What follows belongs to an exercise in optimizing a design on an open flow for small area, a short achievable clock period and few clock cycles per item; a production flow would make more cautious choices.
The RTL was checked by simulation tests, not by an equivalence proof against the original design.
Power is estimated from default activity; no workload was simulated.

==> module qrd_job_ctrl, before the edit <==
module qrd_job_ctrl #(
    parameter int NUM_LANES = qrd_pkg::NUM_LANES,
    parameter int IDX_BITS  = qrd_pkg::ROW_BITS + qrd_pkg::COL_BITS
) (
    input  logic                                  clk,
    input  logic                                  is_reset_signal_written,
    input  logic                                  wr_in_addr,
    input  logic                                  wr_out_addr,
    input  logic [qrd_pkg::LINE_ADDR_BITS-1:0]    wr_in_data,    
    input  logic                                  start,
    input  logic                                  lane_clear,
    input  logic [qrd_pkg::LINE_ADDR_BITS-1:0]    in_line_addr,
    input  logic [qrd_pkg::LINE_ADDR_BITS-1:0]    out_line_addr,
    input  logic                                  mem_ack,
    input  logic [qrd_pkg::LINE_BITS-1:0]         mem_dat_r,
    input  logic [NUM_LANES*qrd_pkg::LANE_REPLY_BITS-1:0] lane_reply,
    output logic                                  mem_cyc,
    output logic                                  mem_stb,
    output logic                                  mem_we,
    output logic [qrd_pkg::LINE_ADDR_BITS-1:0]    mem_adr,
    output logic [qrd_pkg::LINE_BITS-1:0]         mem_dat_w,
    output logic [NUM_LANES-1:0]                  lane_wr_en,
    output logic [NUM_LANES*IDX_BITS-1:0]         lane_wr_idx,
    output logic [NUM_LANES*qrd_pkg::VEC_BITS-1:0] lane_wr_vec,
    output logic [NUM_LANES-1:0]                  lane_rd_en,
    output logic [NUM_LANES*IDX_BITS-1:0]         lane_rd_idx,
    output logic                                  busy_q,
    output logic                                  busy,
    output logic                                  done,
    output logic [7:0]                            job_count
);
    localparam int CMD_BITS  = NUM_LANES * LANE_CMD_BITS;
    localparam int RES_BITS  = NUM_LANES * LANE_REPLY_BITS;
    localparam int S_IDLE  = 0;    
    localparam int S_READ  = 1;    
    localparam int S_READY = 2;    
    localparam int S_WRITE = 3;    
    logic [3:0]            st_q;
    logic [3:0]            st_d;
    logic                  stale_q;
    logic                  done_q;
    logic [7:0]            count_q;
    logic [LINE_ADDR_BITS-1:0] mem_adr_q;
    logic [CMD_BITS-1:0]   cmd_q;
    logic [RES_BITS-1:0]   result_q;
    logic                  rd_ack;
    logic                  wr_ack;
    logic                  go;
    logic                  start_ok_q;
    logic                  mem_we_q;
    logic                  adr_idle_q;
    logic                  busy_d;
    logic                  done_d;
    logic [7:0]            count_d;
    logic [CMD_BITS-1:0]   rd_src;
    assign rd_ack = mem_ack && st_q[S_READ];
    assign wr_ack = mem_ack && st_q[S_WRITE];
    assign go     = start && !busy_q;
    assign mem_stb = st_q[S_READ] || st_q[S_WRITE]
                  || (st_q[S_IDLE] && wr_in_addr)
                  || (start_ok_q && start);
    assign mem_cyc = mem_stb;
    assign mem_we  = mem_we_q;
    assign mem_adr = adr_idle_q ? wr_in_data : mem_adr_q;
    assign mem_dat_w = LINE_BITS'(result_q);
    assign busy      = busy_q;
    assign done      = done_q;
    assign job_count = count_q;
    assign busy_d  = go || (busy_q && !wr_ack);
    assign done_d  = wr_ack || (done_q && !go);
    assign count_d = wr_ack ? count_q + 8'd1 : count_q;
    always_comb begin
        st_d = st_q;
        if (st_q[S_IDLE] && (wr_in_addr || go)) begin
            st_d = 4'b0001 << S_READ;
        end
        if (st_q[S_READ] && rd_ack && !(stale_q || wr_in_addr)) begin
            st_d = (busy_q || go) ? (4'b0001 << S_WRITE) : (4'b0001 << S_READY);
        end
        if (st_q[S_READY] && wr_in_addr) begin
            st_d = 4'b0001 << S_READ;
        end else if (st_q[S_READY] && go) begin
            st_d = 4'b0001 << S_WRITE;
        end
        if (wr_ack) begin
            st_d = 4'b0001 << S_IDLE;
        end
    end
    always_ff @(posedge clk) begin
        if (is_reset_signal_written) begin
            st_q       <= 4'b0001 << S_IDLE;
            stale_q    <= 1'b0;
            busy_q     <= 1'b0;
            done_q     <= 1'b0;
            count_q    <= 8'd0;
        end else begin
            st_q   <= st_d;
            busy_q <= busy_d;
            done_q <= done_d;
            if (st_q[S_READ]) begin
                if (rd_ack) begin
                    stale_q <= 1'b0;
                end else if (wr_in_addr) begin
                    stale_q <= 1'b1;
                end
            end
            count_q <= count_d;
        end
    end
    always_ff @(posedge clk) begin
        if ((st_q[S_IDLE] || st_q[S_READY]) && wr_in_addr) begin
            mem_adr_q <= wr_in_data;
        end else if (st_q[S_IDLE] && go) begin
            mem_adr_q <= in_line_addr;
        end else if (rd_ack && (stale_q || wr_in_addr)) begin
            mem_adr_q <= wr_in_addr ? wr_in_data : in_line_addr;
        end else if (rd_ack || st_q[S_READY]) begin
            mem_adr_q <= wr_out_addr ? wr_in_data : out_line_addr;
        end
    end
    always_ff @(posedge clk) begin
        if (is_reset_signal_written) begin
            start_ok_q  <= 1'b0;
            mem_we_q    <= 1'b0;
            adr_idle_q  <= 1'b1;
        end else begin
            start_ok_q  <= st_d[S_READY] && !lane_clear;
            mem_we_q    <= st_d[S_READY] || st_d[S_WRITE];
            adr_idle_q  <= !(st_d[S_READ] || st_d[S_READY] || st_d[S_WRITE]);
        end
    end
    always_ff @(posedge clk) begin
        if (st_q[S_READ]) begin
            cmd_q <= mem_dat_r[CMD_BITS-1:0];
        end
    end
    assign rd_src = mem_ack ? mem_dat_r[CMD_BITS-1:0] : cmd_q;
    always_ff @(posedge clk) begin
        result_q <= lane_reply;
    end
    for (genvar k = 0; k < NUM_LANES; k++) begin : g_lane
        assign lane_wr_en[k]  = wr_ack && cmd_q[k*LANE_CMD_BITS + CMD_WR_EN_BIT];
        assign lane_wr_idx[k*IDX_BITS +: IDX_BITS] = cmd_q[k*LANE_CMD_BITS + CMD_WR_COL_LSB +: IDX_BITS];
        assign lane_wr_vec[k*VEC_BITS +: VEC_BITS] = cmd_q[k*LANE_CMD_BITS + CMD_WR_VEC_LSB +: VEC_BITS];
        assign lane_rd_en[k]  = rd_src[k*LANE_CMD_BITS + CMD_RD_EN_BIT];
        assign lane_rd_idx[k*IDX_BITS +: IDX_BITS] = rd_src[k*LANE_CMD_BITS + CMD_RD_COL_LSB +: IDX_BITS];
    end
endmodule
make LEC_CHECK=0 CAP_MARGIN=20 CORE_MARGIN=2 CORE_UTILIZATION=45 CTS_CLUSTER_DIAMETER=100 CTS_CLUSTER_SIZE=24 SETUP_SLACK_MARGIN=2.1 SLEW_MARGIN=20 TNS_END_PERCENT=10 finish   # period 5.0 ns
run.sh (not shown) runs the stock make flow with config.mk's settings and CLKGATE_MAP_FILE= SYNTH_SCRIPT=/design/flow/synth_recipe.tcl, a recipe that flattens the netlist after the stock synthesis.
The first run finished with timing, DRC and antenna clean.
Testbench counts at the start, summed over its fixed seeds: cycles 12,932, jobs 2,000.
Then changed:
--- a/flow/design.v
+++ b/flow/design.v
@@ -124,4 +124,5 @@
     logic                  done_q;
     logic [7:0]            count_q;
+    logic [7:0]            count_p1_q;
     logic [LINE_ADDR_BITS-1:0] mem_adr_q;
     logic [CMD_BITS-1:0]   cmd_q;
@@ -136,4 +137,7 @@
     logic                  done_d;
     logic [7:0]            count_d;
+    logic                  ack_busy_q;
+    logic                  ack_done_q;
+    logic [7:0]            ack_count_q;
     logic [CMD_BITS-1:0]   rd_src;
     assign rd_ack = mem_ack && st_q[S_READ];
@@ -147,10 +151,10 @@
     assign mem_adr = adr_idle_q ? wr_in_data : mem_adr_q;
     assign mem_dat_w = LINE_BITS'(result_q);
-    assign busy      = busy_q;
-    assign done      = done_q;
-    assign job_count = count_q;
+    assign busy      = mem_ack ? ack_busy_q  : busy_q;
+    assign done      = mem_ack ? ack_done_q  : done_q;
+    assign job_count = mem_ack ? ack_count_q : count_q;
     assign busy_d  = go || (busy_q && !wr_ack);
     assign done_d  = wr_ack || (done_q && !go);
-    assign count_d = wr_ack ? count_q + 8'd1 : count_q;
+    assign count_d = wr_ack ? count_p1_q : count_q;
     always_comb begin
         st_d = st_q;
@@ -177,4 +181,5 @@
             done_q     <= 1'b0;
             count_q    <= 8'd0;
+            count_p1_q <= 8'd1;
         end else begin
             st_q   <= st_d;
@@ -188,5 +193,8 @@
                 end
             end
-            count_q <= count_d;
+            if (wr_ack) begin
+                count_q    <= count_p1_q;
+                count_p1_q <= count_p1_q + 8'd1;
+            end
         end
     end
@@ -207,8 +215,14 @@
             mem_we_q    <= 1'b0;
             adr_idle_q  <= 1'b1;
+            ack_busy_q  <= 1'b0;
+            ack_done_q  <= 1'b0;
+            ack_count_q <= 8'd0;
         end else begin
             start_ok_q  <= st_d[S_READY] && !lane_clear;
             mem_we_q    <= st_d[S_READY] || st_d[S_WRITE];
             adr_idle_q  <= !(st_d[S_READ] || st_d[S_READY] || st_d[S_WRITE]);
+            ack_busy_q  <= busy_d && !st_d[S_WRITE];
+            ack_done_q  <= done_d || st_d[S_WRITE];
+            ack_count_q <= st_d[S_WRITE] ? count_p1_q : count_d;
         end
     end
The changed run ran to the end with no violations.
Power increases by 0.47%.
Wire length went down by 0.69%.
Clock skew fell by 19 ps.
Design area stays flat.
Hold slack gets worse by 75 ps.
Critical path depth falls by 9.
First-iteration DRC count came out higher by 1.6%.
Synthesized cell count rises by 1.6%.
Final cell count goes up by 0.86%.
Sequential power hardly moves.
Die area is about the same.
Worst setup slack gets worse by 14 ps.
Testbench counts after the change, summed over its fixed seeds: cycles 11,012, jobs 2,000.

## port drivers added, routing unchanged
The flow's constraints put no driver on any port. The routed layouts listed below were extracted and timed again, unchanged, in two steps.
Step 1 (the two cells are an assumption about what drives the block):
set clk [get_ports {clk}]
set_driving_cell -lib_cell sky130_fd_sc_hd__clkbuf_16 $clk
set_driving_cell -lib_cell sky130_fd_sc_hd__buf_2 [delete_from_list [all_inputs] $clk]
Step 2, shift: input delay + t, output delay - t, t = (earliest + latest rising clock arrival at the registers) / 2. This alone moves slack from input paths to output paths.
a / b / c = ideal ports / drivers / drivers and shift; a / b = the first two.
run | shift t [ns] | slack for setup (ns) | hold WS [ns] | worst setup path at the end | worst data-port slew with drivers (ns)
the first run | 1.121 | 1.697 / 1.600 / 0.700 | 0.456 / 0.414 / 0.456 | input to register | 0.46
the second run | 1.167 | 1.682 / 1.507 / 0.448 | 0.382 / 0.354 / 0.469 | input to register | 0.46
After both steps every run listed still meets setup and hold. The setup slack of the second run, which loses most, moves by -0.175 ns with the drivers and by -1.234 ns with both steps.
